From an optimization exercise on the open Yosys and OpenROAD flow, aimed at a short achievable clock period and few clock cycles; shortcuts taken in it are not production practice. No run shown here included a check of the RTL's function; only the layout flow was run. Power and IR drop assume default switching activity.

===== design/flow/run.sh =====
#!/bin/bash
# synth_recipe.tcl (not shown) runs the flow's synth.tcl, then flattens the netlist and writes it again
# the make line also repeats each setting of config.mk as NAME=value (left out here)
make -C /OpenROAD-flow-scripts/flow DESIGN_CONFIG=/design/flow/config.mk WORK_HOME=/design/flow/orfs CLKGATE_MAP_FILE= SYNTH_SCRIPT=/design/flow/synth_recipe.tcl finish

===== design/flow/config.mk =====
export PLATFORM = sky130hd
export DESIGN_NAME = dma_top
export DESIGN_NICKNAME = dma_top
export VERILOG_FILES = /design/flow/design.v
export SDC_FILE = /design/flow/constraint.sdc
export NUM_CORES = 4
export LEC_CHECK = 0
export CAP_MARGIN = 20
export CORE_MARGIN = 2
export CORE_UTILIZATION = 40
export SLEW_MARGIN = 20

===== design/flow/constraint.sdc =====
create_clock -name core_clock -period 9.0 [get_ports {clk_i}]
set_input_delay 1.8000 -clock core_clock [delete_from_list [all_inputs] [get_ports {clk_i}]]
set_output_delay 1.8000 -clock core_clock [all_outputs]
set_load 0.01 [all_outputs]

===== design/flow/design.v =====
    localparam int ADDR_W     = 32;
    localparam int DATA_W     = 64;
    localparam int BEAT_BYTES = 8;
    localparam int REG_ADDR_W = 5;
    localparam logic [4:0] REG_SRC   = 5'h00;
    localparam logic [4:0] REG_DST   = 5'h08;
    localparam logic [4:0] REG_LEN   = 5'h10;
    localparam logic [4:0] REG_BURST = 5'h18;
    localparam logic [4:0] REG_CTRL  = 5'h1C;
    localparam int CTRL_START = 0;
    localparam int CTRL_DONE  = 1;
    localparam int CTRL_BUSY  = 2;
    localparam int FIFO_DEPTH = 32;
    localparam int FIFO_IDX_W = $clog2(FIFO_DEPTH);
    localparam int FREE_W     = FIFO_IDX_W + 1;
    localparam int BEATS_W    = 30;
`timescale 1ns/1ps
module dma_regs (
    input  logic        clk_i,
    input  logic        rst_i,
    input  logic        reg_en_i,
    input  logic        reg_we_i,
    input  logic [4:0]  reg_addr_i,
    input  logic [63:0] reg_wdata_i,
    input  logic        xfer_done_i,
    output logic [63:0] reg_rdata_o,
    output logic        start_o,
    output logic        busy_o,
    output logic [31:0] src_o,
    output logic [31:0] dst_o,
    output logic [31:0] len_o,
    output logic [7:0]  burst_o,
    output logic        done_o
);
    localparam int ADDR_W     = 32;
    localparam int DATA_W     = 64;
    localparam int BEAT_BYTES = 8;
    localparam int REG_ADDR_W = 5;
    localparam logic [4:0] REG_SRC   = 5'h00;
    localparam logic [4:0] REG_DST   = 5'h08;
    localparam logic [4:0] REG_LEN   = 5'h10;
    localparam logic [4:0] REG_BURST = 5'h18;
    localparam logic [4:0] REG_CTRL  = 5'h1C;
    localparam int CTRL_START = 0;
    localparam int CTRL_DONE  = 1;
    localparam int CTRL_BUSY  = 2;
    localparam int FIFO_DEPTH = 32;
    localparam int FIFO_IDX_W = $clog2(FIFO_DEPTH);
    localparam int FREE_W     = FIFO_IDX_W + 1;
    localparam int BEATS_W    = 30;
    logic [31:0] src_q;
    logic [31:0] dst_q;
    logic [31:0] len_q;
    logic [7:0]  burst_q;
    logic        start_q;
    logic        done_q;
    logic        busy_q;
    logic        wr_en;
    logic        start_wr;
    logic [63:0] ctrl_val;
    logic [63:0] rd_mux;
    assign wr_en    = reg_en_i && reg_we_i;
    assign start_wr = wr_en && (reg_addr_i == REG_CTRL) && reg_wdata_i[CTRL_START] && !busy_q;
    always_comb begin
        ctrl_val             = '0;
        ctrl_val[CTRL_START] = start_q;
        ctrl_val[CTRL_DONE]  = done_q;
        ctrl_val[CTRL_BUSY]  = busy_q;
    end
    always_comb begin
        case (reg_addr_i)
            REG_SRC:   rd_mux = 64'(src_q);
            REG_DST:   rd_mux = 64'(dst_q);
            REG_LEN:   rd_mux = 64'(len_q);
            REG_BURST: rd_mux = 64'(burst_q);
            REG_CTRL:  rd_mux = ctrl_val;
            default:   rd_mux = '0;
        endcase
    end
    always_ff @(posedge clk_i or negedge rst_i) begin
        if (!rst_i) begin
            src_q   <= '0;
            dst_q   <= '0;
            len_q   <= '0;
            burst_q <= '0;
            start_q <= 1'b0;
            done_q  <= 1'b0;
            busy_q  <= 1'b0;
        end else begin
            if (wr_en && !busy_q) begin
                case (reg_addr_i)
                    REG_SRC:   src_q   <= reg_wdata_i[ADDR_W-1:0];
                    REG_DST:   dst_q   <= reg_wdata_i[ADDR_W-1:0];
                    REG_LEN:   len_q   <= reg_wdata_i[31:0];
                    REG_BURST: burst_q <= reg_wdata_i[7:0];
                    default: ;
                endcase
            end
            if (start_wr) begin
                start_q <= 1'b1;
                busy_q  <= 1'b1;
                done_q  <= 1'b0;
            end else if (xfer_done_i) begin
                start_q <= 1'b0;
                busy_q  <= 1'b0;
                done_q  <= 1'b1;
            end
        end
    end
    always_ff @(posedge clk_i) begin
        if (reg_en_i && !reg_we_i) begin
            reg_rdata_o <= rd_mux;
        end
    end
    assign start_o = start_wr;
    assign busy_o  = busy_q;
    assign src_o   = src_q;
    assign dst_o   = dst_q;
    assign len_o   = len_q;
    assign burst_o = burst_q;
    assign done_o  = done_q;
endmodule
`timescale 1ns/1ps
module dma_fifo (
    input  logic        clk_i,
    input  logic        rst_i,
    input  logic        push_i,
    input  logic [63:0] data_i,
    input  logic        pop_i,
    output logic [63:0] head_o,
    output logic        empty_o
);
    localparam int ADDR_W     = 32;
    localparam int DATA_W     = 64;
    localparam int BEAT_BYTES = 8;
    localparam int REG_ADDR_W = 5;
    localparam logic [4:0] REG_SRC   = 5'h00;
    localparam logic [4:0] REG_DST   = 5'h08;
    localparam logic [4:0] REG_LEN   = 5'h10;
    localparam logic [4:0] REG_BURST = 5'h18;
    localparam logic [4:0] REG_CTRL  = 5'h1C;
    localparam int CTRL_START = 0;
    localparam int CTRL_DONE  = 1;
    localparam int CTRL_BUSY  = 2;
    localparam int FIFO_DEPTH = 32;
    localparam int FIFO_IDX_W = $clog2(FIFO_DEPTH);
    localparam int FREE_W     = FIFO_IDX_W + 1;
    localparam int BEATS_W    = 30;
    logic [63:0]           mem_q [FIFO_DEPTH];
    logic [FIFO_IDX_W-1:0] wr_ptr_q;
    logic [FIFO_IDX_W-1:0] rd_ptr_q;
    logic [FREE_W-1:0]     count_q;
    logic                  empty_q;
    assign head_o  = mem_q[rd_ptr_q];
    assign empty_o = empty_q;
    always_ff @(posedge clk_i) begin
        if (push_i) begin
            mem_q[wr_ptr_q] <= data_i;
        end
    end
    always_ff @(posedge clk_i or negedge rst_i) begin
        if (!rst_i) begin
            wr_ptr_q <= '0;
            rd_ptr_q <= '0;
            count_q  <= '0;
            empty_q  <= 1'b1;
        end else begin
            if (push_i) begin
                wr_ptr_q <= wr_ptr_q + 1'b1;
            end
            if (pop_i) begin
                rd_ptr_q <= rd_ptr_q + 1'b1;
            end
            case ({push_i, pop_i})
                2'b10: begin
                    count_q <= count_q + 1'b1;
                    empty_q <= 1'b0;
                end
                2'b01: begin
                    count_q <= count_q - 1'b1;
                    empty_q <= (count_q == FREE_W'(1));
                end
                default: ;
            endcase
        end
    end
endmodule
`timescale 1ns/1ps
module dma_read_engine (
    input  logic              clk_i,
    input  logic              rst_i,
    input  logic              busy_i,
    input  logic [31:0]       src_i,
    input  logic [31:0]       len_i,
    input  logic [7:0]        burst_i,
    input  logic              load_i,       
    input  logic              free_i,       
    output logic              avail_o,      
    output logic [31:0]       addr_o,
    output logic [7:0]        beats_o,
    output logic [7:0]        first_beats_o
);
    localparam int ADDR_W     = 32;
    localparam int DATA_W     = 64;
    localparam int BEAT_BYTES = 8;
    localparam int REG_ADDR_W = 5;
    localparam logic [4:0] REG_SRC   = 5'h00;
    localparam logic [4:0] REG_DST   = 5'h08;
    localparam logic [4:0] REG_LEN   = 5'h10;
    localparam logic [4:0] REG_BURST = 5'h18;
    localparam logic [4:0] REG_CTRL  = 5'h1C;
    localparam int CTRL_START = 0;
    localparam int CTRL_DONE  = 1;
    localparam int CTRL_BUSY  = 2;
    localparam int FIFO_DEPTH = 32;
    localparam int FIFO_IDX_W = $clog2(FIFO_DEPTH);
    localparam int FREE_W     = FIFO_IDX_W + 1;
    localparam int BEATS_W    = 30;
    logic [31:0]        addr_q;
    logic [BEATS_W-1:0] left_q;      
    logic [4:0]         bmax_q;      
    logic [FREE_W-1:0]  free_q;      
    logic               first_q;     
    logic [4:0]         bmax_cfg;
    logic [BEATS_W-1:0] beats_cfg;
    logic [4:0]         size;
    logic               left_ge;
    logic               take;
    always_comb begin
        if (burst_i == 8'd0) begin
            bmax_cfg = 5'd1;
        end else if (burst_i > 8'd16) begin
            bmax_cfg = 5'd16;
        end else begin
            bmax_cfg = burst_i[4:0];
        end
    end
    assign beats_cfg = BEATS_W'(len_i[31:3]) + BEATS_W'(len_i[2:0] != 3'd0);
    always_comb begin
        if ((len_i[31:7] != '0) || ({1'b0, len_i[6:0]} > {bmax_cfg - 5'd1, 3'b000})) begin
            first_beats_o = 8'(bmax_cfg);
        end else begin
            first_beats_o = 8'(len_i[7:3]) + 8'(len_i[2:0] != 3'd0);
        end
    end
    assign left_ge = (left_q[BEATS_W-1:5] != '0) || (left_q[4:0] >= bmax_q);
    assign size    = left_ge ? bmax_q : left_q[4:0];
    assign avail_o = !first_q && (left_q != '0) && (free_q >= FREE_W'(size));
    assign addr_o  = addr_q;
    assign beats_o = 8'(size);
    assign take = load_i || first_q;
    always_ff @(posedge clk_i or negedge rst_i) begin
        if (!rst_i) begin
            addr_q  <= '0;
            left_q  <= '0;
            bmax_q  <= 5'd1;
            free_q  <= FREE_W'(FIFO_DEPTH);
            first_q <= 1'b0;
        end else if (!busy_i) begin
            addr_q  <= src_i;
            left_q  <= beats_cfg;
            bmax_q  <= bmax_cfg;
            free_q  <= FREE_W'(FIFO_DEPTH);
            first_q <= (len_i != '0);
        end else begin
            first_q <= 1'b0;
            if (take) begin
                addr_q <= addr_q + {24'd0, size, 3'b000};
                left_q <= left_ge ? (left_q - BEATS_W'(bmax_q)) : '0;
            end
            case ({take, free_i})
                2'b10:   free_q <= free_q - FREE_W'(size);
                2'b11:   free_q <= free_q - FREE_W'(size) + 1'b1;
                2'b01:   free_q <= free_q + 1'b1;
                default: ;
            endcase
        end
    end
endmodule
`timescale 1ns/1ps
module dma_write_engine (
    input  logic        clk_i,
    input  logic        rst_i,
    input  logic        busy_i,
    input  logic [31:0] dst_i,
    input  logic [31:0] len_i,
    input  logic [7:0]  burst_i,
    input  logic        load_i,       
    input  logic        wr_pend_i,    
    input  logic        burst_end_i,  
    input  logic        bdone_i,
    output logic [31:0] addr_o,
    output logic        last_o,
    output logic        xfer_done_o
);
    localparam int ADDR_W     = 32;
    localparam int DATA_W     = 64;
    localparam int BEAT_BYTES = 8;
    localparam int REG_ADDR_W = 5;
    localparam logic [4:0] REG_SRC   = 5'h00;
    localparam logic [4:0] REG_DST   = 5'h08;
    localparam logic [4:0] REG_LEN   = 5'h10;
    localparam logic [4:0] REG_BURST = 5'h18;
    localparam logic [4:0] REG_CTRL  = 5'h1C;
    localparam int CTRL_START = 0;
    localparam int CTRL_DONE  = 1;
    localparam int CTRL_BUSY  = 2;
    localparam int FIFO_DEPTH = 32;
    localparam int FIFO_IDX_W = $clog2(FIFO_DEPTH);
    localparam int FREE_W     = FIFO_IDX_W + 1;
    localparam int BEATS_W    = 30;
    logic [31:0]        addr_q;
    logic [BEATS_W-1:0] left_q;      
    logic               left_one_q;  
    logic               left_zero_q; 
    logic [7:0]         b_q;         
    logic [7:0]         cnt_q;       
    logic [BEATS_W-1:0] outst_q;     
    logic               outst_zero_q;
    logic               outst_one_q;
    logic [7:0]         b_cfg;
    logic [BEATS_W-1:0] beats_cfg;
    logic [BEATS_W-1:0] left_dec;
    logic [BEATS_W-1:0] outst_nxt;
    assign b_cfg     = (burst_i == 8'd0) ? 8'd1 : burst_i;
    assign beats_cfg = BEATS_W'(len_i[31:3]) + BEATS_W'(len_i[2:0] != 3'd0);
    assign left_dec  = left_q - 1'b1;
    assign addr_o = addr_q;
    assign last_o = (cnt_q == 8'd1) || left_one_q;
    always_comb begin
        case ({burst_end_i, bdone_i})
            2'b10:   outst_nxt = outst_q + 1'b1;
            2'b01:   outst_nxt = outst_q - 1'b1;
            default: outst_nxt = outst_q;
        endcase
    end
    assign xfer_done_o = busy_i && left_zero_q && !wr_pend_i &&
                         (outst_zero_q || (outst_one_q && bdone_i));
    always_ff @(posedge clk_i or negedge rst_i) begin
        if (!rst_i) begin
            addr_q       <= '0;
            left_q       <= '0;
            left_one_q   <= 1'b0;
            left_zero_q  <= 1'b1;
            b_q          <= 8'd1;
            cnt_q        <= 8'd1;
            outst_q      <= '0;
            outst_zero_q <= 1'b1;
            outst_one_q  <= 1'b0;
        end else if (!busy_i) begin
            addr_q       <= dst_i;
            left_q       <= beats_cfg;
            left_one_q   <= (beats_cfg == BEATS_W'(1));
            left_zero_q  <= (len_i == '0);
            b_q          <= b_cfg;
            cnt_q        <= b_cfg;
            outst_q      <= '0;
            outst_zero_q <= 1'b1;
            outst_one_q  <= 1'b0;
        end else begin
            if (load_i) begin
                addr_q      <= addr_q + 32'(BEAT_BYTES);
                left_q      <= left_dec;
                left_one_q  <= (left_q == BEATS_W'(2));
                left_zero_q <= left_one_q;
                cnt_q       <= (cnt_q == 8'd1) ? b_q : (cnt_q - 1'b1);
            end
            outst_q      <= outst_nxt;
            outst_zero_q <= (outst_nxt == '0);
            outst_one_q  <= (outst_nxt == BEATS_W'(1));
        end
    end
endmodule
`timescale 1ns/1ps
module dma_bus_arbiter (
    input  logic        clk_i,
    input  logic        rst_i,
    input  logic        busy_i,
    input  logic        start_i,
    input  logic [31:0] src_i,
    input  logic [7:0]  first_beats_i,
    input  logic        first_valid_i,
    input  logic        rd_avail_i,
    input  logic [31:0] rd_addr_i,
    input  logic [7:0]  rd_beats_i,
    input  logic        wr_avail_i,
    input  logic [31:0] wr_addr_i,
    input  logic [63:0] wr_wdata_i,
    input  logic        wr_last_i,
    input  logic        mem_gnt_i,
    output logic        rd_load_o,
    output logic        wr_load_o,
    output logic        wr_pend_o,
    output logic        burst_end_o,
    output logic        mem_req_o,
    output logic        mem_we_o,
    output logic [31:0] mem_addr_o,
    output logic [63:0] mem_wdata_o,
    output logic [7:0]  mem_beats_o,
    output logic        mem_last_o
);
    localparam int ADDR_W     = 32;
    localparam int DATA_W     = 64;
    localparam int BEAT_BYTES = 8;
    localparam int REG_ADDR_W = 5;
    localparam logic [4:0] REG_SRC   = 5'h00;
    localparam logic [4:0] REG_DST   = 5'h08;
    localparam logic [4:0] REG_LEN   = 5'h10;
    localparam logic [4:0] REG_BURST = 5'h18;
    localparam logic [4:0] REG_CTRL  = 5'h1C;
    localparam int CTRL_START = 0;
    localparam int CTRL_DONE  = 1;
    localparam int CTRL_BUSY  = 2;
    localparam int FIFO_DEPTH = 32;
    localparam int FIFO_IDX_W = $clog2(FIFO_DEPTH);
    localparam int FREE_W     = FIFO_IDX_W + 1;
    localparam int BEATS_W    = 30;
    logic        req_q;
    logic        we_q;
    logic [31:0] addr_q;
    logic [7:0]  beats_q;
    logic [63:0] wdata_q;
    logic        last_q;
    logic        next;
    assign next      = busy_i && (!req_q || mem_gnt_i);
    assign rd_load_o = next && rd_avail_i;
    assign wr_load_o = next && !rd_avail_i && wr_avail_i;
    assign wr_pend_o   = req_q && we_q;
    assign burst_end_o = req_q && we_q && last_q && mem_gnt_i;
    assign mem_req_o   = req_q;
    assign mem_we_o    = we_q;
    assign mem_addr_o  = addr_q;
    assign mem_wdata_o = wdata_q;
    assign mem_beats_o = beats_q;
    assign mem_last_o  = last_q;
    always_ff @(posedge clk_i or negedge rst_i) begin
        if (!rst_i) begin
            req_q   <= 1'b0;
            we_q    <= 1'b0;
            addr_q  <= '0;
            beats_q <= '0;
            last_q  <= 1'b0;
        end else if (!busy_i) begin
            req_q   <= start_i && first_valid_i;
            we_q    <= 1'b0;
            addr_q  <= src_i;
            beats_q <= first_beats_i;
            last_q  <= 1'b0;
        end else if (rd_load_o) begin
            req_q   <= 1'b1;
            we_q    <= 1'b0;
            addr_q  <= rd_addr_i;
            beats_q <= rd_beats_i;
            last_q  <= 1'b0;
        end else if (wr_load_o) begin
            req_q   <= 1'b1;
            we_q    <= 1'b1;
            addr_q  <= wr_addr_i;
            beats_q <= 8'd1;
            last_q  <= wr_last_i;
        end else if (next) begin
            req_q   <= 1'b0;
        end
    end
    always_ff @(posedge clk_i) begin
        if (wr_load_o) begin
            wdata_q <= wr_wdata_i;
        end
    end
endmodule
`timescale 1ns/1ps
module dma_top (
    input  logic        clk_i,
    input  logic        rst_i,
    input  logic        reg_en_i,
    input  logic        reg_we_i,
    input  logic [4:0]  reg_addr_i,
    input  logic [63:0] reg_wdata_i,
    output logic [63:0] reg_rdata_o,
    input  logic        mem_gnt_i,
    input  logic        mem_rvalid_i,
    input  logic [63:0] mem_rdata_i,
    input  logic        mem_bdone_i,
    output logic        mem_req_o,
    output logic        mem_we_o,
    output logic [31:0] mem_addr_o,
    output logic [63:0] mem_wdata_o,
    output logic [7:0]  mem_beats_o,
    output logic        mem_last_o,
    output logic        done_o
);
    localparam int ADDR_W     = 32;
    localparam int DATA_W     = 64;
    localparam int BEAT_BYTES = 8;
    localparam int REG_ADDR_W = 5;
    localparam logic [4:0] REG_SRC   = 5'h00;
    localparam logic [4:0] REG_DST   = 5'h08;
    localparam logic [4:0] REG_LEN   = 5'h10;
    localparam logic [4:0] REG_BURST = 5'h18;
    localparam logic [4:0] REG_CTRL  = 5'h1C;
    localparam int CTRL_START = 0;
    localparam int CTRL_DONE  = 1;
    localparam int CTRL_BUSY  = 2;
    localparam int FIFO_DEPTH = 32;
    localparam int FIFO_IDX_W = $clog2(FIFO_DEPTH);
    localparam int FREE_W     = FIFO_IDX_W + 1;
    localparam int BEATS_W    = 30;
    logic        start;
    logic        busy;
    logic [31:0] src;
    logic [31:0] dst;
    logic [31:0] len;
    logic [7:0]  burst;
    logic        xfer_done;
    logic        push;
    logic        pop;
    logic [63:0] head;
    logic        fifo_empty;
    logic        rd_avail;
    logic [31:0] rd_addr;
    logic [7:0]  rd_beats;
    logic [7:0]  first_beats;
    logic        rd_load;
    logic        wr_load;
    logic        wr_pend;
    logic        burst_end;
    logic        wr_avail;
    logic [31:0] wr_addr;
    logic [63:0] wr_wdata;
    logic        wr_last;
    dma_regs u_regs (
        .clk_i       (clk_i),
        .rst_i       (rst_i),
        .reg_en_i    (reg_en_i),
        .reg_we_i    (reg_we_i),
        .reg_addr_i  (reg_addr_i),
        .reg_wdata_i (reg_wdata_i),
        .xfer_done_i (xfer_done),
        .reg_rdata_o (reg_rdata_o),
        .start_o     (start),
        .busy_o      (busy),
        .src_o       (src),
        .dst_o       (dst),
        .len_o       (len),
        .burst_o     (burst),
        .done_o      (done_o)
    );
    assign wr_avail = !fifo_empty || mem_rvalid_i;
    assign wr_wdata = fifo_empty ? mem_rdata_i : head;
    assign push     = busy && mem_rvalid_i && !(wr_load && fifo_empty);
    assign pop      = wr_load && !fifo_empty;
    dma_fifo u_fifo (
        .clk_i   (clk_i),
        .rst_i   (rst_i),
        .push_i  (push),
        .data_i  (mem_rdata_i),
        .pop_i   (pop),
        .head_o  (head),
        .empty_o (fifo_empty)
    );
    dma_read_engine u_read (
        .clk_i         (clk_i),
        .rst_i         (rst_i),
        .busy_i        (busy),
        .src_i         (src),
        .len_i         (len),
        .burst_i       (burst),
        .load_i        (rd_load),
        .free_i        (wr_load),
        .avail_o       (rd_avail),
        .addr_o        (rd_addr),
        .beats_o       (rd_beats),
        .first_beats_o (first_beats)
    );
    dma_write_engine u_write (
        .clk_i       (clk_i),
        .rst_i       (rst_i),
        .busy_i      (busy),
        .dst_i       (dst),
        .len_i       (len),
        .burst_i     (burst),
        .load_i      (wr_load),
        .wr_pend_i   (wr_pend),
        .burst_end_i (burst_end),
        .bdone_i     (mem_bdone_i),
        .addr_o      (wr_addr),
        .last_o      (wr_last),
        .xfer_done_o (xfer_done)
    );
    dma_bus_arbiter u_arb (
        .clk_i         (clk_i),
        .rst_i         (rst_i),
        .busy_i        (busy),
        .start_i       (start),
        .src_i         (src),
        .first_beats_i (first_beats),
        .first_valid_i (len != '0),
        .rd_avail_i    (rd_avail),
        .rd_addr_i     (rd_addr),
        .rd_beats_i    (rd_beats),
        .wr_avail_i    (wr_avail),
        .wr_addr_i     (wr_addr),
        .wr_wdata_i    (wr_wdata),
        .wr_last_i     (wr_last),
        .mem_gnt_i     (mem_gnt_i),
        .rd_load_o     (rd_load),
        .wr_load_o     (wr_load),
        .wr_pend_o     (wr_pend),
        .burst_end_o   (burst_end),
        .mem_req_o     (mem_req_o),
        .mem_we_o      (mem_we_o),
        .mem_addr_o    (mem_addr_o),
        .mem_wdata_o   (mem_wdata_o),
        .mem_beats_o   (mem_beats_o),
        .mem_last_o    (mem_last_o)
    );
endmodule

==> impl_metrics.env, run 1 <==
export IMPL_outcome="timing/DRC/antenna clean"
export IMPL_power_density_mw_per_mm2=278
export IMPL_drive_gt1_share_pct=23.0
export IMPL_ff2ff_path_depth=17
export IMPL_reg_largest_list="u_fifo.mem_q x2048, u_arb.wdata_q x64"
export IMPL_rsz0062_at_grt="false"
export IMPL_finalSetupTns_ns=0
export IMPL_syn_area_mm2=0.102
export IMPL_crit_top_cell="buf_4"
export IMPL_cpPeakStageDelay_ns=0.66
export IMPL_r2r_end="u_fifo.mem_q[28][31]$_DFFE_PP_"
export IMPL_post_cts_buffers=0
export IMPL_grt_pass1_wl_um=380000
export IMPL_dr_pass1_iters=6
export IMPL_syn_area_per_cell_um2=18.5
export IMPL_crit_chain="or4_1, nor4_1, and2_1, nand3_1, nor2_1, buf_4, mux2_2, ha_1, fa_1, nand2b_1, a21boi_0, o21ai_0, a211oi_2, o311a_1, nand2_1, nor2_4, buf_4"
export IMPL_die_area_mm2=0.260
export IMPL_crit_fanout=19
export IMPL_hpwlAfterDp_um=146000
export IMPL_syn_inst=5540
export IMPL_hp_class="reg -> reg"
export IMPL_clkTransAtPathRegs_ns=0.06
export IMPL_synth_seq_cells=2494
export IMPL_cts_htree_levels=5
export IMPL_grt_max_degree=141
export IMPL_nets=6129
export IMPL_wirelength_um=261000
export IMPL_clock_latency_ns=0.95
export IMPL_whs_ns=0.468
export IMPL_die_height_um=510
export IMPL_synth_edff_count=2144
export IMPL_routedWlPerCell_um=27.5
export IMPL_clock_path_buffers=4
export IMPL_slowest_stage="or4_1"
export IMPL_drc=0
export IMPL_ios=312
export IMPL_cp_start_kind="register"
export IMPL_maxSlewViolCount=0
export IMPL_timing_rr_start="u_read.left_q[7]$_DFFE_PN0N_"
export IMPL_fillCellCount=21300
export IMPL_yosys_top_cells_area="edfxtp_1 (63%), mux4_2 (14%), dfrtp_1 (8.4%)"
export IMPL_reg2reg_slack_ns=1.41
export IMPL_regMostFlops="u_fifo.mem_q"
export IMPL_io_buffers=245
export IMPL_vias=54400
export IMPL_cp_endpoint="u_fifo.mem_q[28][31]$_DFFE_PP_"
export IMPL_peakVddDrop_mv=0.235
export IMPL_numCtsBuffers=286
export IMPL_yosysWarnings=5
export IMPL_grt_usage_pct=19.9
export IMPL_synthFlopType="edfxtp_1"
export IMPL_startpoint="u_read.left_q[7]$_DFFE_PN0N_"
export IMPL_core_mm2=0.254
export IMPL_grt_ovfl_total=0
export IMPL_synthMostInstantiatedCell="edfxtp_1"
export IMPL_cp_arrival_ns=8.12
export IMPL_largest_reg_flops=2048
export IMPL_ctsRootBufferMaster="clkbuf_16"
export IMPL_ys_seq_area_share_pct=71.5
export IMPL_cts_tree="done"
export IMPL_initial_core_util_pct=40.3
export IMPL_tightest_slew_ns=1.09
export IMPL_setup_worst_path_class="reg -> reg"
export IMPL_dieWidth_um=510
export IMPL_period_share_pct=84.3
export IMPL_ctsResizeCount=0
export IMPL_max_freq_mhz=132
export IMPL_antenna_found_initial=16
export IMPL_synth_cell_type_count=84
export IMPL_gp_congestion=0.834
export IMPL_finalSetupViolCount=0
export IMPL_netlist_top_cell_by_area="edfxtp_1"
export IMPL_viasPerCell=5.73
export IMPL_synth_top_area_share_pct=62.9
export IMPL_slew_headroom_pct=27.0
export IMPL_finalCriticalPeriod_ns=7.59
export IMPL_finClkSkew_ns=0.0640
export IMPL_synth_common_cells="edfxtp_1 (2144), mux4_2 (648), dfrtp_1 (343)"
export IMPL_drt_initial_drc_count=5646
export IMPL_hold_violations=0
export IMPL_end_kind="register"
export IMPL_num_rows=185
export IMPL_async_reset_ff_share_pct=14.0
export IMPL_cts_hold_buf=0
export IMPL_clkSinkCount=2494
export IMPL_max_cap_violations=0
export IMPL_p_leak_nw=39.0
export IMPL_grt_pass1_vias=55200
export IMPL_syn2layout_area_growth_pct=15.2
export IMPL_required_ns=9.53
export IMPL_ant_nets=0
worst min-delay path by stage:
| stage | startpoint | to | cells past startpoint |
|---|---|---|---|
| finish | u_write.b_q[0]$_DFFE_PN1N_ | u_write.b_q[0]$_DFFE_PN1N_ | 2 |
| CTS | u_write.b_q[0]$_DFFE_PN1N_ | u_write.b_q[0]$_DFFE_PN1N_ | 2 |
| detailed placement | u_write.b_q[0]$_DFFE_PN1N_ | u_write.b_q[0]$_DFFE_PN1N_ | 2 |
| floorplan | u_write.b_q[6]$_DFFE_PN0N_ | u_write.b_q[6]$_DFFE_PN0N_ | 2 |
| global route | u_write.b_q[0]$_DFFE_PN1N_ | u_write.b_q[0]$_DFFE_PN1N_ | 2 |
| global placement | u_write.b_q[0]$_DFFE_PN1N_ | u_write.b_q[0]$_DFFE_PN1N_ | 2 |
per-layer routing:
metal	vias to the layer above	wire length (um)	GRT usage [%]
li1	23200	-	-
met1	28900	108000	26.8
met2	1897	131000	33.7
met3	391	15500	3.23
met4	10	6070	5.23
met5	-	67	0
per-stage QoR:
step / total power [W] / setup slack, ns / cells / area (um^2) / util [%]
global route: 0.0341 / 0.999 / 9481 / 118000 / 46.4
finish: 0.0327 / 1.41 / 9485 / 118000 / 46.4
CTS: 0.0332 / 1.44 / 9479 / 118000 / 46.5
global placement: 0.0223 / 1.62 / 8997 / 110000 / 43.1
floorplan: 0.0195 / 1.11 / 5573 / 102000 / -
detailed placement: 0.0223 / 1.48 / 8997 / 110000 / 43.1
cells in the final DEF, fill, tap and decap left out, drive strengths merged, types with 50 or more instances in the layout:
cell type / count
edfxtp: 2144
mux4: 648
clkbuf: 366
dfrtp: 343
nand2: 312
nor2: 238
clkdlybuf4s50: 201
buf: 190
o21ai: 185
a21oi: 137
mux2i: 128
mux2: 113
clkinv: 90
nor3: 82
nand3: 76
ha: 66
inv: 65
xor2: 52
o22ai: 50
where the power goes:
group	switching [W]	internal, W	total, W
logic	0.00425	0.00394	0.00819
registers	0.000599	0.0131	0.0137
clock network	0.00450	0.00630	0.0108
total	0.00934	0.0234	0.0327
final cells by class:
cell class / instances / area [um^2] / area share (%)
multi-input combinational: 2691 / 28000 / 23.8
antenna: 6 / 15.0 / 0.0127
clock inverter: 116 / 912 / 0.773
clock buffer: 366 / 7650 / 6.49
inverter: 55 / 211 / 0.179
tap: 3366 / 4210 / 3.57
timing repair buffer: 391 / 3730 / 3.16
sequential: 2494 / 73200 / 62.0
worst max-delay path, delay by kind of cell (launching register included):
family | cells | cell delay [ns]
mux | 1 | 0.40
flops | 1 | 0.43
simple gates | 8 | 3.43
buf+inv | 2 | 0.72
compound gates | 4 | 1.54
fa+ha+maj | 2 | 0.65
cell families (layout without fill, tap and decap cells):
logic type / count (synthesis) / in the layout / share of synthesized area [%]
adders and majority gates: 70 / 70 / 0.885
AOI/OAI and AO/OA: 616 / 616 / 3.85
and+or+nand+nor: 981 / 981 / 4.60
DFF: 2494 / 2494 / 71.5
muxes: 889 / 889 / 16.8
buffers and inverters: 388 / 928 / 1.57
other: 1 / 40 / 0.00366
xor gates and xnor gates: 101 / 101 / 0.864
==> run 2: changes to the inputs <==
--- a/design/flow/design.v
+++ b/design/flow/design.v
@@ -156,5 +156,3 @@
     always_ff @(posedge clk_i) begin
-        if (push_i) begin
-            mem_q[wr_ptr_q] <= data_i;
-        end
+        mem_q[wr_ptr_q] <= data_i;
     end
@@ -189,14 +187,14 @@
 module dma_read_engine (
-    input  logic              clk_i,
-    input  logic              rst_i,
-    input  logic              busy_i,
-    input  logic [31:0]       src_i,
-    input  logic [31:0]       len_i,
-    input  logic [7:0]        burst_i,
-    input  logic              load_i,       
-    input  logic              free_i,       
-    output logic              avail_o,      
-    output logic [31:0]       addr_o,
-    output logic [7:0]        beats_o,
-    output logic [7:0]        first_beats_o
+    input  logic        clk_i,
+    input  logic        rst_i,
+    input  logic        busy_i,
+    input  logic [31:0] src_i,
+    input  logic [31:0] len_i,
+    input  logic [7:0]  burst_i,
+    input  logic        load_i,       
+    input  logic        free_i,       
+    output logic        avail_o,      
+    output logic [31:0] addr_o,
+    output logic [7:0]  beats_o,
+    output logic [7:0]  first_beats_o
 );
@@ -218,4 +216,7 @@
     localparam int BEATS_W    = 30;
+    localparam int SL_W = BEATS_W + 1;
     logic [31:0]        addr_q;
     logic [BEATS_W-1:0] left_q;      
+    logic [SL_W-1:0]    l1_q;        
+    logic [SL_W-1:0]    l2_q;        
     logic [4:0]         bmax_q;      
@@ -223,7 +224,14 @@
     logic               first_q;     
+    logic               avail_q;
     logic [4:0]         bmax_cfg;
     logic [BEATS_W-1:0] beats_cfg;
+    logic               full;        
+    logic               full2;       
+    logic               more;        
     logic [4:0]         size;
-    logic               left_ge;
+    logic [4:0]         size2;
     logic               take;
+    logic [FREE_W:0]    free_t0;     
+    logic [FREE_W:0]    free_t1;
+    logic               av_t0, av_t1, av_n0, av_n1;
     always_comb begin
@@ -245,5 +253,8 @@
     end
-    assign left_ge = (left_q[BEATS_W-1:5] != '0) || (left_q[4:0] >= bmax_q);
-    assign size    = left_ge ? bmax_q : left_q[4:0];
-    assign avail_o = !first_q && (left_q != '0) && (free_q >= FREE_W'(size));
+    assign full  = !l1_q[SL_W-1];
+    assign full2 = !l2_q[SL_W-1];
+    assign more  = full && (l1_q != '0);
+    assign size  = full ? bmax_q : left_q[4:0];
+    assign size2 = full2 ? bmax_q : l1_q[4:0];
+    assign avail_o = avail_q;
     assign addr_o  = addr_q;
@@ -251,2 +262,8 @@
     assign take = load_i || first_q;
+    assign free_t0 = {1'b0, free_q} - (FREE_W+1)'(size);
+    assign free_t1 = free_t0 + 1'b1;
+    assign av_t0 = more && (free_t0 >= (FREE_W+1)'(size2));
+    assign av_t1 = more && (free_t1 >= (FREE_W+1)'(size2));
+    assign av_n0 = (left_q != '0) && ({1'b0, free_q} >= (FREE_W+1)'(size));
+    assign av_n1 = (left_q != '0) && ({1'b0, free_q} + 1'b1 >= (FREE_W+1)'(size));
     always_ff @(posedge clk_i or negedge rst_i) begin
@@ -255,5 +272,8 @@
             left_q  <= '0;
+            l1_q    <= '0;
+            l2_q    <= '0;
             bmax_q  <= 5'd1;
-            free_q  <= FREE_W'(FIFO_DEPTH);
+            free_q  <= FREE_W'(FIFO_DEPTH - 1);
             first_q <= 1'b0;
+            avail_q <= 1'b0;
         end else if (!busy_i) begin
@@ -261,5 +281,8 @@
             left_q  <= beats_cfg;
+            l1_q    <= SL_W'(beats_cfg) - SL_W'(bmax_cfg);
+            l2_q    <= SL_W'(beats_cfg) - SL_W'({bmax_cfg, 1'b0});
             bmax_q  <= bmax_cfg;
-            free_q  <= FREE_W'(FIFO_DEPTH);
+            free_q  <= FREE_W'(FIFO_DEPTH - 1);
             first_q <= (len_i != '0);
+            avail_q <= 1'b0;
         end else begin
@@ -268,7 +291,15 @@
                 addr_q <= addr_q + {24'd0, size, 3'b000};
-                left_q <= left_ge ? (left_q - BEATS_W'(bmax_q)) : '0;
+                if (full) begin
+                    left_q <= l1_q[BEATS_W-1:0];
+                    l1_q   <= l2_q;
+                    l2_q   <= l2_q - SL_W'(bmax_q);
+                end else begin
+                    left_q <= '0;
+                    l1_q   <= {SL_W{1'b1}};
+                    l2_q   <= {SL_W{1'b1}};
+                end
             end
             case ({take, free_i})
-                2'b10:   free_q <= free_q - FREE_W'(size);
-                2'b11:   free_q <= free_q - FREE_W'(size) + 1'b1;
+                2'b10:   free_q <= free_t0[FREE_W-1:0];
+                2'b11:   free_q <= free_t1[FREE_W-1:0];
                 2'b01:   free_q <= free_q + 1'b1;
@@ -276,2 +307,8 @@
             endcase
+            case ({take, free_i})
+                2'b10:   avail_q <= av_t0;
+                2'b11:   avail_q <= av_t1;
+                2'b01:   avail_q <= av_n1;
+                default: avail_q <= av_n0;
+            endcase
         end
@@ -324,2 +361,3 @@
     logic [BEATS_W-1:0] outst_nxt;
+    logic               outst_two;
     assign b_cfg     = (burst_i == 8'd0) ? 8'd1 : burst_i;
@@ -327,2 +365,3 @@
     assign left_dec  = left_q - 1'b1;
+    assign outst_two = (outst_q == BEATS_W'(2));
     assign addr_o = addr_q;
@@ -368,4 +407,13 @@
             outst_q      <= outst_nxt;
-            outst_zero_q <= (outst_nxt == '0);
-            outst_one_q  <= (outst_nxt == BEATS_W'(1));
+            case ({burst_end_i, bdone_i})
+                2'b10: begin
+                    outst_zero_q <= 1'b0;
+                    outst_one_q  <= outst_zero_q;
+                end
+                2'b01: begin
+                    outst_zero_q <= outst_one_q;
+                    outst_one_q  <= outst_two;
+                end
+                default: ;
+            endcase
         end
@@ -549,4 +597,4 @@
     assign wr_wdata = fifo_empty ? mem_rdata_i : head;
-    assign push     = busy && mem_rvalid_i && !(wr_load && fifo_empty);
-    assign pop      = wr_load && !fifo_empty;
+    assign push     = busy && mem_rvalid_i;
+    assign pop      = wr_load;
     dma_fifo u_fifo (
--- a/design/flow/config.mk
+++ b/design/flow/config.mk
@@ -7,5 +7,8 @@
 export LEC_CHECK = 0
+export ABC_CLOCK_PERIOD_IN_PS = 2500
 export CAP_MARGIN = 20
 export CORE_MARGIN = 2
-export CORE_UTILIZATION = 40
+export CORE_UTILIZATION = 50
+export SETUP_SLACK_MARGIN = 5
 export SLEW_MARGIN = 20
+export TNS_END_PERCENT = 100
==> run 2 against run 1 <==
- first-iteration DRC count increased by 5.4%
- setup slack gained 3.6 ns
- clock power is essentially flat
- flip-flop and latch count grew 63
- register-to-register slack gained 3.6 ns
- utilization increased by 11 points
- clock-buffer cell count is 10 lower
- sequential share of layout area down 0.64 points
- fmax increased by 89%
- wire length grew 7.9%
- final area is 3.2% higher
- sequential power is about 10% higher
- critical path type unchanged
- highest routed layer unchanged
==> impl_metrics.env, run 2 <==
export IMPL_dieWidth_um=465
export IMPL_gp_congestion=0.828
export IMPL_maxSlewViolCount=0
export IMPL_die_area_mm2=0.216
export IMPL_period_share_pct=44.6
export IMPL_ys_seq_area_share_pct=70.5
export IMPL_p_leak_nw=40.5
export IMPL_ctsRootBufferMaster="clkbuf_16"
export IMPL_multiInputGateArea_mm2=0.0306
export IMPL_timing_final_ws_setup_ns=4.98
export IMPL_cp_endpoint="u_read.avail_q$_DFF_PN0_"
export IMPL_synthXorXnorAreaFrac_pct=1.66
export IMPL_yosys_top_cells_area="edfxtp_1 (61%), mux4_2 (14%), dfrtp_1 (9.5%)"
export IMPL_drc=0
export IMPL_syn_area_mm2=0.106
export IMPL_muxShareOfSynthArea_pct=16.1
export IMPL_peakVddDrop_mv=0.285
export IMPL_synth_seq_cells=2557
export IMPL_synthFlopType="edfxtp_1"
export IMPL_max_freq_mhz=249
export IMPL_vias=57700
export IMPL_synthAdderAreaFrac_pct=1.19
export IMPL_rsz0062_at_grt="true"
export IMPL_largest_reg_flops=2048
export IMPL_synth_cell_type_count=103
export IMPL_cp_start_kind="register"
export IMPL_wirelength_um=282000
export IMPL_clkSinkCount=2557
export IMPL_timing_rr_start="u_read.l1_q[30]$_DFFE_PN0N_"
export IMPL_cts_hold_buf=0
export IMPL_grt_pass1_vias=57800
export IMPL_hp_class="reg -> reg"
export IMPL_async_reset_ff_share_pct=16.2
export IMPL_final_cell_mix="edfxtp_1 (2144), mux4_2 (648), dfrtp_1 (391)"
export IMPL_drt_initial_drc_count=5949
export IMPL_nets=6587
export IMPL_place_worst_setup_slack_ns=2.81
export IMPL_reg2reg_slack_ns=4.98
export IMPL_outcome="timing/DRC/antenna clean"
export IMPL_finalSetupTns_ns=0
export IMPL_netlist_top_cell_by_area="edfxtp_1"
export IMPL_viasPerCell=6.16
export IMPL_tightest_slew_ns=1.17
export IMPL_yosysWarnings=5
export IMPL_finalSetupViolCount=0
export IMPL_hpwlAfterDp_um=153000
export IMPL_die_height_um=465
export IMPL_fillCellCount=16000
export IMPL_grt_ovfl_total=0
export IMPL_clkTransAtPathRegs_ns=0.06
export IMPL_layout_commonest_cell="edfxtp_1"
export IMPL_regMostFlops="u_fifo.mem_q"
export IMPL_cp_arrival_ns=4.80
export IMPL_r2r_end="u_read.avail_q$_DFF_PN0_"
export IMPL_ios=312
export IMPL_grt_pass1_wl_um=406000
export IMPL_startpoint="u_read.l1_q[30]$_DFFE_PN0N_"
export IMPL_regArea_mm2=0.0748
export IMPL_drive_gt1_share_pct=23.4
export IMPL_ant_nets=0
export IMPL_cts_htree_levels=5
export IMPL_finalCriticalPeriod_ns=4.02
export IMPL_cts_tree="done"
export IMPL_initial_core_util_pct=50.2
export IMPL_syn_area_per_cell_um2=17.8
export IMPL_synth_common_cells="edfxtp_1 (2144), mux4_2 (648), dfrtp_1 (402)"
export IMPL_syn_inst=5951
export IMPL_syn2layout_area_growth_pct=14.8
export IMPL_required_ns=9.78
export IMPL_power_density_mw_per_mm2=294
export IMPL_io_buffers=245
export IMPL_grt_usage_pct=25.9
export IMPL_hold_violations=0
export IMPL_ff2ff_path_depth=14
export IMPL_routedWlPerCell_um=30.0
export IMPL_slew_headroom_pct=21.7
export IMPL_numCtsBuffers=285
export IMPL_clock_latency_ns=0.93
export IMPL_end_kind="register"
export IMPL_reg_largest_list="u_fifo.mem_q x2048, u_arb.wdata_q x64"
export IMPL_clock_path_buffers=4
export IMPL_setup_worst_path_class="reg -> reg"
export IMPL_core_mm2=0.211
export IMPL_max_cap_violations=0
export IMPL_grt_max_degree=157
export IMPL_antenna_found_initial=26
export IMPL_synthSimpleGateAreaFrac_pct=4.87
export IMPL_finClkSkew_ns=0.0426
export IMPL_synthMostInstantiatedCell="edfxtp_1"
export IMPL_synth_top_area_share_pct=60.7
export IMPL_synth_top_family_by_area="multiplexers"
export IMPL_synth_edff_count=2144
export IMPL_num_rows=169
export IMPL_dr_pass1_iters=6
export IMPL_synth_compound_area_share_pct=4.09
export IMPL_crit_fanout=6
==> run 2: changes by cell type after synthesis, sizes merged, moves of 38 or more <==
cell | previous run | this run
a21oi | 137 | 282
nor2 | 238 | 343
xnor2 | 49 | 113
dfrtp | 343 | 402
o21ai | 185 | 240
and2 | 49 | 11
==> run 2: power by group <==
part	total, W	internal (W)	switching, W
clock	0.0109	0.00635	0.00457
sequential	0.0151	0.0142	0.000908
combinational	0.00970	0.00457	0.00513
total	0.0357	0.0251	0.0106
==> run 2: how the worst min path moves through the flow <==
stage / start / end / cells after the start
finish: u_write.left_q[26]$_DFFE_PN0P_ / u_write.left_q[26]$_DFFE_PN0P_ / 1
global route: u_write.left_q[26]$_DFFE_PN0P_ / u_write.left_q[26]$_DFFE_PN0P_ / 1
CTS: u_write.left_q[26]$_DFFE_PN0P_ / u_write.left_q[26]$_DFFE_PN0P_ / 1
detailed placement: u_write.left_q[26]$_DFFE_PN0P_ / u_write.left_q[26]$_DFFE_PN0P_ / 1
global placement: u_write.left_q[26]$_DFFE_PN0P_ / u_write.left_q[26]$_DFFE_PN0P_ / 1
floorplan: u_write.left_q[26]$_DFFE_PN0P_ / u_write.left_q[26]$_DFFE_PN0P_ / 1
==> run 2: repair_timing <==
action                                  4_1_cts  5_1_grt
gates resized for setup                      84       26
endpoints found under the setup margin      147       50
cloned                                        2        1
pin swaps                                    24       21
buffers inserted                             35       15
==> run 2: logic make-up (layout without fill, tap and decap cells) <==
group	count (synthesis)	count (layout)
AOI/OAI and AO/OA	743	743
DFF	2557	2557
xor gates and xnor gates	197	197
adders and majority gates	97	97
other	1	41
muxes	878	878
and+or+nand+nor	1054	1054
buffers and inverters	424	982
==> run 2: cell type report <==
class | count | share of cell area [%]
inverter | 71 | 0.244
tap | 2821 | 2.90
sequential | 2557 | 61.4
timing repair inverter | 2 | 0.0134
clock buffer | 356 | 6.31
clock inverter | 123 | 0.733
timing repair buffer | 430 | 3.28
multi-input combinational | 3003 | 25.1
antenna | 7 | 0.0144
==> run 2: worst max-delay path: stages (launching register included) <==
cell       delay (ns)
dfrtp_4          0.48
mux2i_4          0.42
ha_1             0.32
nor2b_1          0.13
o21ai_0          0.19
a21boi_0         0.15
nor2_1           0.44
and3_1           0.31
xor2_1           0.22
ha_1             0.30
a2111oi_4        0.43
nor2b_1          0.19
o21bai_1         0.07
a21oi_1          0.14
o31ai_1          0.09
==> run 2: metal layers <==
metal  part of all wire, %  up-vias  GRT usage [%]
met5                 0.029        -              0
met4                   2.7       12           7.77
met3                   6.4      430           4.06
met2                    50     2073           42.8
met1                    41    30700           35.9
li1                      -    24500              -
==> run 2: per-stage QoR <==
stage	instances	power (W)	util [%]	area, um^2	hold WS, ns
after floorplan	5984	0.0217	-	106000	0.425
after global placement	8828	0.0248	53.1	112000	0.449
after detailed placement	8830	0.0249	53.1	112000	0.458
after CTS	9346	0.0360	57.5	122000	0.466
after global routing	9369	0.0372	57.6	122000	0.471
final	9370	0.0357	57.6	122000	0.459
==> run 3: changes to the inputs <==
==> design/flow/config.mk (replaced) <==
export PLATFORM = sky130hd
export DESIGN_NAME = dma_top
export DESIGN_NICKNAME = dma_top
export VERILOG_FILES = /design/flow/design.v
export SDC_FILE = /design/flow/constraint.sdc
export NUM_CORES = 4
export LEC_CHECK = 0
export CAP_MARGIN = 20
export CORE_MARGIN = 2
export CORE_UTILIZATION = 40
export SLEW_MARGIN = 20
==> run 3 against run 2 <==
- synthesized cell count unchanged
- critical path depth unchanged
- utilization down 11 points
- combinational power down 2.6%
- clock-buffer cell count up 7
- global-route usage down 6.0 points
- power up 0.73%
- first-iteration DRC count down 0.55%
- clock skew up 0.066 ns
- flip-flop and latch count unchanged
- final cell count up 7.0%
- non-clock buffer count down 59
- critical path type unchanged
- largest power group unchanged
- highest routed layer unchanged
==> impl_metrics.env, run 3 <==
export IMPL_hold_violations=0
export IMPL_reg_largest_list="u_fifo.mem_q x2048, u_arb.wdata_q x64"
export IMPL_antenna_found_initial=21
export IMPL_regMostFlops="u_fifo.mem_q"
export IMPL_drt_initial_drc_count=5916
export IMPL_clkTransAtPathRegs_ns=0.06
export IMPL_maxSlewViolCount=0
export IMPL_cp_arrival_ns=6.07
export IMPL_required_ns=9.71
export IMPL_routedWlPerCell_um=27.3
export IMPL_grt_pass1_wl_um=398000
export IMPL_hp_class="reg -> reg"
export IMPL_p_leak_nw=40.4
export IMPL_io_buffers=245
export IMPL_yosys_top_cells_area="edfxtp_1 (61%), mux4_2 (14%), dfrtp_1 (9.5%)"
export IMPL_die_area_mm2=0.269
export IMPL_grt_ovfl_total=0
export IMPL_syn_inst=5951
export IMPL_cts_hold_buf=0
export IMPL_largest_reg_flops=2048
export IMPL_numCtsBuffers=288
export IMPL_synth_top_area_share_pct=60.7
export IMPL_max_cap_violations=0
export IMPL_finClkSkew_ns=0.109
export IMPL_finalCriticalPeriod_ns=5.36
export IMPL_end_kind="register"
export IMPL_synth_cell_type_count=103
export IMPL_gp_congestion=0.841
export IMPL_syn_area_mm2=0.106
export IMPL_design_area_mm2=0.122
export IMPL_grt_pass1_vias=57400
export IMPL_slowest_stage="dfrtp_1"
export IMPL_ys_seq_area_share_pct=70.5
export IMPL_cp_start_kind="register"
export IMPL_path_delay_family="compound AO/OA/AOI/OAI gates"
export IMPL_drive_gt1_share_pct=21.7
export IMPL_wirelength_um=273000
export IMPL_layout_commonest_cell="edfxtp_1"
export IMPL_clock_path_buffers=4
export IMPL_crit_chain="mux2i_1, ha_1, nor2b_1, o21ai_0, a21boi_0, nor2_1, and3_1, xor2_1, ha_1, a2111oi_0, nor2b_1, o21bai_1, a21oi_1, o31ai_1"
export IMPL_setup_worst_path_class="reg -> reg"
export IMPL_clock_latency_ns=0.94
export IMPL_synth_common_cells="edfxtp_1 (2144), mux4_2 (648), dfrtp_1 (402)"
export IMPL_finalSetupViolCount=0
export IMPL_ios=312
export IMPL_dieWidth_um=519
export IMPL_placed_cell_area_mm2=0.113
export IMPL_yosysWarnings=5
export IMPL_period_share_pct=59.6
export IMPL_crit_buf_inv=0
export IMPL_synthMostInstantiatedCell="edfxtp_1"
export IMPL_power_density_mw_per_mm2=295
export IMPL_synthFlopType="edfxtp_1"
export IMPL_p_total_w=0.0360
export IMPL_peakVddDrop_mv=0.232
export IMPL_syn2layout_area_growth_pct=15.0
export IMPL_rsz0062_at_grt="false"
export IMPL_ctsRootBufferMaster="clkbuf_16"
export IMPL_cts_htree_levels=5
export IMPL_crit_fanout=14
export IMPL_syn_area_per_cell_um2=17.8
export IMPL_dr_pass1_iters=6
export IMPL_hpwlAfterDp_um=148000
export IMPL_post_cts_buffers=0
export IMPL_tightest_slew_ns=1.14
export IMPL_outcome="timing/DRC/antenna clean"
export IMPL_finalSetupTns_ns=0
export IMPL_vias=56900
export IMPL_synth_seq_cells=2557
export IMPL_die_height_um=519
export IMPL_max_freq_mhz=187
export IMPL_ctsResizeCount=0
export IMPL_drc=0
export IMPL_cts_tree="done"
export IMPL_synth_edff_count=2144
export IMPL_num_rows=189
export IMPL_nets=6529
export IMPL_final_cell_mix="edfxtp_1 (2144), mux4_2 (648), dfrtp_1 (396)"
export IMPL_initial_core_util_pct=40.1
export IMPL_viasPerCell=5.68
export IMPL_ant_nets=0
export IMPL_grt_usage_pct=20.0
export IMPL_cpPeakStageDelay_ns=0.90
export IMPL_grt_max_degree=169
export IMPL_clkSinkCount=2557
export IMPL_core_mm2=0.264
export IMPL_async_reset_ff_share_pct=16.2
export IMPL_netlist_top_cell_by_area="edfxtp_1"
export IMPL_slew_headroom_pct=24.1
[run 3: cell counts after synthesis]
Identical to the previous run, type by type.
[run 3: through the flow]
stage	worst slack [ns]	hold slack, ns	instances	utilization, %
floorplan	2.51	0.425	5984	-
global placement	3.34	0.453	9530	42.7
detailed placement	3.20	0.463	9534	42.7
CTS	3.77	0.475	10000	46.2
global route	3.42	0.498	10000	46.1
finish	3.64	0.477	10000	46.1
[run 3: logic make-up after synthesis]
logic type | count (synthesis) | share of synthesized area (%)
AO/OA/AOI/OAI | 743 | 4.09
buffers and inverters | 424 | 1.68
flip-flops | 2557 | 70.5
other | 1 | 0.00354
adder cells (fa/ha/maj) | 97 | 1.19
multiplexers | 878 | 16.1
XOR/XNOR | 197 | 1.66
AND/OR/NAND/NOR | 1054 | 4.87
[run 3: worst min-delay path, stage by stage (launching register included)]
cell and delay (ns):
dfstp_2 0.35, inv_1 0.06, a21oi_1 0.06
[run 3: final cells by class]
cell class	count	area (um^2)
Fill cell	22400	142000
Sequential cell	2557	74800
Multi-Input combinational cell	3003	29900
Clock buffer	363	7790
Tap cell	3533	4420
Timing Repair Buffer	371	3520
Clock inverter	125	1280
Inverter	71	273
Antenna cell	4	10.0
[run 3: path summary, 6_finish.rpt]
check / startpoint / end / slack [ns] / cells past startpoint
setup / recovery: u_read.l1_q[30]$_DFFE_PN0N_ / u_read.avail_q$_DFF_PN0_ / 3.64 / 14
hold / removal: u_write.b_q[0]$_DFFE_PN1N_ / u_write.b_q[0]$_DFFE_PN1N_ / 0.48 / 2
setup reg to reg: u_read.l1_q[30]$_DFFE_PN0N_ / u_read.avail_q$_DFF_PN0_ / 3.64 / 14
hold reg to reg: u_write.b_q[0]$_DFFE_PN1N_ / u_write.b_q[0]$_DFFE_PN1N_ / 0.48 / 2
max in group asynchronous: rst_i / u_fifo.rd_ptr_q[2]$_DFFE_PN0P_ / 6.47 / 2
min in group asynchronous: rst_i / u_write.outst_q[16]$_DFFE_PN0P_ / 0.93 / 1
[run 3: report_power, final]
group          internal [W]  total, W  switching [W]
clock               0.00683    0.0114        0.00458
sequential           0.0142    0.0151       0.000915
combinational       0.00443   0.00945        0.00502
total                0.0255    0.0360         0.0105
[run 3: routing by layer]
layer  global-route usage (%)  wire length (um)  vias up
met5                        0                85        -
met4                     4.45              4830       14
met3                     3.42             16600      362
met2                     34.0            139000     1906
met1                     26.8            113000    30300
li1                         -                 -    24300
==> run 4: changes to the inputs <==
--- a/design/flow/design.v
+++ b/design/flow/design.v
@@ -12,3 +12,3 @@
     localparam int CTRL_BUSY  = 2;
-    localparam int FIFO_DEPTH = 32;
+    localparam int FIFO_DEPTH = 24;
     localparam int FIFO_IDX_W = $clog2(FIFO_DEPTH);
@@ -46,3 +46,3 @@
     localparam int CTRL_BUSY  = 2;
-    localparam int FIFO_DEPTH = 32;
+    localparam int FIFO_DEPTH = 24;
     localparam int FIFO_IDX_W = $clog2(FIFO_DEPTH);
@@ -144,3 +144,3 @@
     localparam int CTRL_BUSY  = 2;
-    localparam int FIFO_DEPTH = 32;
+    localparam int FIFO_DEPTH = 24;
     localparam int FIFO_IDX_W = $clog2(FIFO_DEPTH);
@@ -166,6 +166,6 @@
             if (push_i) begin
-                wr_ptr_q <= wr_ptr_q + 1'b1;
+                wr_ptr_q <= (wr_ptr_q == FIFO_IDX_W'(FIFO_DEPTH - 1)) ? '0 : wr_ptr_q + 1'b1;
             end
             if (pop_i) begin
-                rd_ptr_q <= rd_ptr_q + 1'b1;
+                rd_ptr_q <= (rd_ptr_q == FIFO_IDX_W'(FIFO_DEPTH - 1)) ? '0 : rd_ptr_q + 1'b1;
             end
@@ -212,3 +212,3 @@
     localparam int CTRL_BUSY  = 2;
-    localparam int FIFO_DEPTH = 32;
+    localparam int FIFO_DEPTH = 24;
     localparam int FIFO_IDX_W = $clog2(FIFO_DEPTH);
@@ -222,2 +222,3 @@
     logic [4:0]         bmax_q;      
+    logic [5:0]         bmax2_q;     
     logic [FREE_W-1:0]  free_q;      
@@ -228,9 +229,5 @@
     logic               full;        
-    logic               full2;       
     logic               more;        
     logic [4:0]         size;
-    logic [4:0]         size2;
     logic               take;
-    logic [FREE_W:0]    free_t0;     
-    logic [FREE_W:0]    free_t1;
     logic               av_t0, av_t1, av_n0, av_n1;
@@ -254,6 +251,4 @@
     assign full  = !l1_q[SL_W-1];
-    assign full2 = !l2_q[SL_W-1];
     assign more  = full && (l1_q != '0);
     assign size  = full ? bmax_q : left_q[4:0];
-    assign size2 = full2 ? bmax_q : l1_q[4:0];
     assign avail_o = avail_q;
@@ -262,19 +257,8 @@
     assign take = load_i || first_q;
-    assign free_t0 = {1'b0, free_q} - (FREE_W+1)'(size);
-    assign free_t1 = free_t0 + 1'b1;
-    assign av_t0 = more && (free_t0 >= (FREE_W+1)'(size2));
-    assign av_t1 = more && (free_t1 >= (FREE_W+1)'(size2));
-    assign av_n0 = (left_q != '0) && ({1'b0, free_q} >= (FREE_W+1)'(size));
+    assign av_t0 = more && ({1'b0, free_q} >= (FREE_W+1)'(bmax2_q));
+    assign av_t1 = more && ({1'b0, free_q} + 1'b1 >= (FREE_W+1)'(bmax2_q));
+    assign av_n0 = (left_q != '0) && (free_q >= FREE_W'(size));
     assign av_n1 = (left_q != '0) && ({1'b0, free_q} + 1'b1 >= (FREE_W+1)'(size));
-    always_ff @(posedge clk_i or negedge rst_i) begin
-        if (!rst_i) begin
-            addr_q  <= '0;
-            left_q  <= '0;
-            l1_q    <= '0;
-            l2_q    <= '0;
-            bmax_q  <= 5'd1;
-            free_q  <= FREE_W'(FIFO_DEPTH - 1);
-            first_q <= 1'b0;
-            avail_q <= 1'b0;
-        end else if (!busy_i) begin
+    always_ff @(posedge clk_i) begin
+        if (!busy_i) begin
             addr_q  <= src_i;
@@ -284,7 +268,5 @@
             bmax_q  <= bmax_cfg;
+            bmax2_q <= {bmax_cfg, 1'b0};
             free_q  <= FREE_W'(FIFO_DEPTH - 1);
-            first_q <= (len_i != '0);
-            avail_q <= 1'b0;
         end else begin
-            first_q <= 1'b0;
             if (take) begin
@@ -302,4 +284,4 @@
             case ({take, free_i})
-                2'b10:   free_q <= free_t0[FREE_W-1:0];
-                2'b11:   free_q <= free_t1[FREE_W-1:0];
+                2'b10:   free_q <= free_q - FREE_W'(size);
+                2'b11:   free_q <= free_q - FREE_W'(size) + 1'b1;
                 2'b01:   free_q <= free_q + 1'b1;
@@ -307,2 +289,13 @@
             endcase
+        end
+    end
+    always_ff @(posedge clk_i or negedge rst_i) begin
+        if (!rst_i) begin
+            first_q <= 1'b0;
+            avail_q <= 1'b0;
+        end else if (!busy_i) begin
+            first_q <= (len_i != '0);
+            avail_q <= 1'b0;
+        end else begin
+            first_q <= 1'b0;
             case ({take, free_i})
@@ -344,3 +337,3 @@
     localparam int CTRL_BUSY  = 2;
-    localparam int FIFO_DEPTH = 32;
+    localparam int FIFO_DEPTH = 24;
     localparam int FIFO_IDX_W = $clog2(FIFO_DEPTH);
@@ -377,14 +370,4 @@
                          (outst_zero_q || (outst_one_q && bdone_i));
-    always_ff @(posedge clk_i or negedge rst_i) begin
-        if (!rst_i) begin
-            addr_q       <= '0;
-            left_q       <= '0;
-            left_one_q   <= 1'b0;
-            left_zero_q  <= 1'b1;
-            b_q          <= 8'd1;
-            cnt_q        <= 8'd1;
-            outst_q      <= '0;
-            outst_zero_q <= 1'b1;
-            outst_one_q  <= 1'b0;
-        end else if (!busy_i) begin
+    always_ff @(posedge clk_i) begin
+        if (!busy_i) begin
             addr_q       <= dst_i;
@@ -461,3 +444,3 @@
     localparam int CTRL_BUSY  = 2;
-    localparam int FIFO_DEPTH = 32;
+    localparam int FIFO_DEPTH = 24;
     localparam int FIFO_IDX_W = $clog2(FIFO_DEPTH);
@@ -485,9 +468,11 @@
         if (!rst_i) begin
-            req_q   <= 1'b0;
-            we_q    <= 1'b0;
-            addr_q  <= '0;
-            beats_q <= '0;
-            last_q  <= 1'b0;
+            req_q <= 1'b0;
         end else if (!busy_i) begin
-            req_q   <= start_i && first_valid_i;
+            req_q <= start_i && first_valid_i;
+        end else if (next) begin
+            req_q <= rd_load_o || wr_load_o;
+        end
+    end
+    always_ff @(posedge clk_i) begin
+        if (!busy_i) begin
             we_q    <= 1'b0;
@@ -497,3 +482,2 @@
         end else if (rd_load_o) begin
-            req_q   <= 1'b1;
             we_q    <= 1'b0;
@@ -503,3 +487,2 @@
         end else if (wr_load_o) begin
-            req_q   <= 1'b1;
             we_q    <= 1'b1;
@@ -508,7 +491,3 @@
             last_q  <= wr_last_i;
-        end else if (next) begin
-            req_q   <= 1'b0;
         end
-    end
-    always_ff @(posedge clk_i) begin
         if (wr_load_o) begin
@@ -551,3 +530,3 @@
     localparam int CTRL_BUSY  = 2;
-    localparam int FIFO_DEPTH = 32;
+    localparam int FIFO_DEPTH = 24;
     localparam int FIFO_IDX_W = $clog2(FIFO_DEPTH);
@@ -595,4 +574,4 @@
     );
-    assign wr_avail = !fifo_empty || mem_rvalid_i;
-    assign wr_wdata = fifo_empty ? mem_rdata_i : head;
+    assign wr_avail = !fifo_empty;
+    assign wr_wdata = head;
     assign push     = busy && mem_rvalid_i;
--- a/design/flow/config.mk
+++ b/design/flow/config.mk
@@ -10,2 +10,4 @@
 export CORE_UTILIZATION = 40
+export SETUP_SLACK_MARGIN = 5
 export SLEW_MARGIN = 20
+export TNS_END_PERCENT = 100
==> run 4 against run 3 <==
- die area is 19% lower
- sequential power shrank 13%
- power fell by 16%
- largest cell class unchanged
- via count fell by 20%
- final area shrank 19%
- area after synthesis is 19% lower
- setup slack improved by 1.5 ns
- clock-buffer cell count is 103 lower
- register-to-register slack better by 1.5 ns
- flip-flop and latch count down 512
==> impl_metrics.env, run 4 <==
export IMPL_io_buffers=245
export IMPL_wirelength_um=212000
export IMPL_cp_start_kind="input port"
export IMPL_vias=45400
export IMPL_ios=312
export IMPL_yosysWarnings=5
export IMPL_drc=0
export IMPL_initial_core_util_pct=40.2
export IMPL_synth_top_area_share_pct=65.7
export IMPL_p_leak_nw=33.2
export IMPL_clkSinkCount=2045
export IMPL_tightest_slew_ns=1.09
export IMPL_p_total_w=0.0304
export IMPL_finalSetupViolCount=0
export IMPL_async_reset_ff_share_pct=6.16
export IMPL_die_area_mm2=0.219
export IMPL_synth_cell_type_count=105
export IMPL_viasPerCell=5.53
export IMPL_synth_common_cells="edfxtp_1 (1879), mux4_2 (454), nor2_1 (347)"
export IMPL_crit_fanout=6
export IMPL_drt_initial_drc_count=4549
export IMPL_grt_ovfl_total=0
export IMPL_slew_headroom_pct=27.0
export IMPL_cp_arrival_ns=4.61
export IMPL_end_kind="register"
export IMPL_multiInputGateArea_mm2=0.0246
export IMPL_cts_hold_buf=0
export IMPL_setup_worst_path_class="in -> reg"
export IMPL_maxUsedRoutingLayer="met5"
export IMPL_clock_latency_ns=0.87
export IMPL_dr_pass1_iters=5
export IMPL_synthFlopType="edfxtp_1"
export IMPL_max_freq_mhz=256
export IMPL_synth_edff_count=1879
export IMPL_grt_max_degree=107
export IMPL_die_height_um=467
export IMPL_nets=5411
export IMPL_min_from="u_fifo.count_q[5]$_DFFE_PN0P_"
export IMPL_finalSetupTns_ns=0
export IMPL_netlist_top_cell_by_area="edfxtp_1"
export IMPL_dieWidth_um=467
export IMPL_grt_pass1_wl_um=312000
export IMPL_syn_area_per_cell_um2=17.6
export IMPL_hp_class="reg -> reg"
export IMPL_clkTransAtPathRegs_ns=0.06
export IMPL_routedWlPerCell_um=25.8
export IMPL_met2_wirelength_um=105000
export IMPL_final_cell_mix="edfxtp_1 (1879), mux4_2 (454), nor2_1 (332)"
export IMPL_antenna_found_initial=32
export IMPL_synth_seq_cells=2045
export IMPL_wl_met3_um=11800
export IMPL_layout_commonest_cell="edfxtp_1"
export IMPL_timing_rr_start="u_regs.len_q[2]$_DFFE_PN0P_"
export IMPL_reg_largest_list="u_fifo.mem_q x1536, u_arb.wdata_q x64"
export IMPL_regMostFlops="u_fifo.mem_q"
export IMPL_ys_seq_area_share_pct=70.3
export IMPL_met1_length_um=90300
export IMPL_hpwlAfterDp_um=120000
export IMPL_synthMostInstantiatedCell="edfxtp_1"
export IMPL_numCtsBuffers=209
export IMPL_max_cap_violations=0
export IMPL_regArea_mm2=0.0604
export IMPL_cts_tree="done"
export IMPL_maxSlewViolCount=0
export IMPL_gp_congestion=0.840
export IMPL_fillCellCount=18300
export IMPL_syn_inst=4868
export IMPL_grt_usage_pct=19.2
export IMPL_hold_violations=0
export IMPL_largest_reg_flops=1536
export IMPL_finClkSkew_ns=0.0616
export IMPL_peakVddDrop_mv=0.267
export IMPL_required_ns=9.70
export IMPL_syn_area_mm2=0.0859
export IMPL_power_density_mw_per_mm2=306
export IMPL_drive_gt1_share_pct=20.6
export IMPL_outcome="timing/DRC/antenna clean"
export IMPL_core_mm2=0.214
export IMPL_startpoint="mem_gnt_i"
export IMPL_ant_nets=0
export IMPL_clock_path_buffers=3
export IMPL_yosys_top_cells_area="edfxtp_1 (66%), mux4_2 (12%), dfrtp_1 (3.6%)"
export IMPL_rsz0062_at_grt="true"
export IMPL_period_share_pct=43.4
export IMPL_cts_htree_levels=4
export IMPL_num_rows=170
export IMPL_grt_pass1_vias=46000
export IMPL_syn2layout_area_growth_pct=15.3
export IMPL_ctsRootBufferMaster="clkbuf_16"
export IMPL_finalCriticalPeriod_ns=3.91
run 4: where the power goes:
part | switching (W) | internal, W | total [W] | leakage, nW
Clock | 0.00375 | 0.00490 | 0.00865 | 3.33
Combinational | 0.00460 | 0.00393 | 0.00853 | 10.3
Sequential | 0.00105 | 0.0121 | 0.0132 | 19.5
run 4: layer usage:
metal	vias to the layer above	GRT usage, %
li1	19900	-
met1	23800	26.3
met2	1300	32.1
met3	300	3.15
met4	20	5.01
met5	-	0
run 4: worst max-delay path: stages:
cell and delay, ns:
buf_4 0.15, nand4_1 0.16, ha_4 0.25, buf_4 0.14, ha_1 0.35, a21oi_2 0.21
nand2b_1 0.09, o211ai_1 0.26, a21oi_2 0.12, or3_1 0.39, a311o_1 0.37, xor2_1 0.14
mux2i_1 0.12, nor2_1 0.05
run 4: through the flow:
| stage | cell area (um^2) | cells | hold WS [ns] | utilization, % | worst slack [ns] |
|---|---|---|---|---|---|
| finish | 99100 | 8205 | 0.482 | 46.3 | 5.09 |
| global placement | 91800 | 7786 | 0.468 | 42.9 | 2.99 |
| detailed placement | 91800 | 7786 | 0.473 | 42.9 | 2.95 |
| floorplan | 86200 | 4902 | 0.447 | - | 4.65 |
| global route | 99100 | 8198 | 0.504 | 46.3 | 4.94 |
| CTS | 98900 | 8192 | 0.485 | 46.2 | 4.93 |
run 4: logic make-up (layout without fill, tap and decap cells):
logic type               after synthesis  after routing  synth area share, %
XOR/XNOR                             239            239                 2.45
AO/OA/AOI/OAI                        522            522                 3.85
flip-flops                          2045           2045                 70.3
buffers and inverters                348            803                 1.82
adder cells (fa/ha/maj)               95             95                 1.43
AND/OR/NAND/NOR                      929            929                 5.32
multiplexers                         689            689                 14.8
other                                  1             45              0.00436
run 4: layout make-up:
type                       instances  share of cell area, %
clock buffer                     260                   5.61
tap                             2838                   3.58
antenna                           10                 0.0253
clock inverter                   131                   1.36
timing repair buffer             350                   3.37
sequential                      2045                   61.0
multi-input combinational       2509                   24.9
inverter                          62                  0.240
run 4: path summary, 6_finish.rpt:
| check | depth (start not counted) | slack, ns | to |
|---|---|---|---|
| max | 14 | 5.09 | u_write.outst_q[25]$_SDFFE_PN0P_ |
| min | 1 | 0.48 | u_fifo.count_q[5]$_DFFE_PN0P_ |
| max reg2reg | 15 | 5.14 | u_read.l1_q[22]$_DFFE_PN_ |
| min reg2reg | 1 | 0.48 | u_fifo.count_q[5]$_DFFE_PN0P_ |
| max in group asynchronous | 2 | 6.78 | u_regs.dst_q[4]$_DFFE_PN0P_ |
| min in group asynchronous | 1 | 1.04 | u_regs.src_q[31]$_DFFE_PN0P_ |
run 4: what timing repair did:
action	in CTS	in global routing
cloned	0	1
pin swaps	4	4
buffers inserted	15	1
endpoints found under the setup margin	240	47
resized for setup	28	38

## static timing again, ports no longer ideal
The results above use ideal ports. As a check the final layouts listed here were re-extracted and re-timed, cells and wires unchanged. Step 1, drivers: a clkbuf_16 drives clk_i and a buf_2 each remaining input, both assumed. Step 2, shift: input delay + t, output delay - t, t = (earliest + latest rising clock arrival at the registers) / 2. This alone moves slack from input paths to output paths. Three values: ideal ports, drivers, drivers and shift; two values: the first two.
run | shift t [ns] | setup slack, ns | slew at the worst register clock pin (ns)
run 1 | 0.998 | 1.414 / 1.414 / 1.414 | 0.06 / 0.06
run 2 | 0.992 | 4.983 / 4.983 / 4.084 | 0.06 / 0.06
run 3 | 0.980 | 3.639 / 3.639 / 3.134 | 0.07 / 0.07
run 4 | 0.927 | 5.093 / 5.035 / 4.225 | 0.07 / 0.07
After both steps setup and hold are still met in every run listed. For run 2, which loses most, drivers alone change the setup slack by 0.000 ns; drivers and shift together by -0.899 ns.
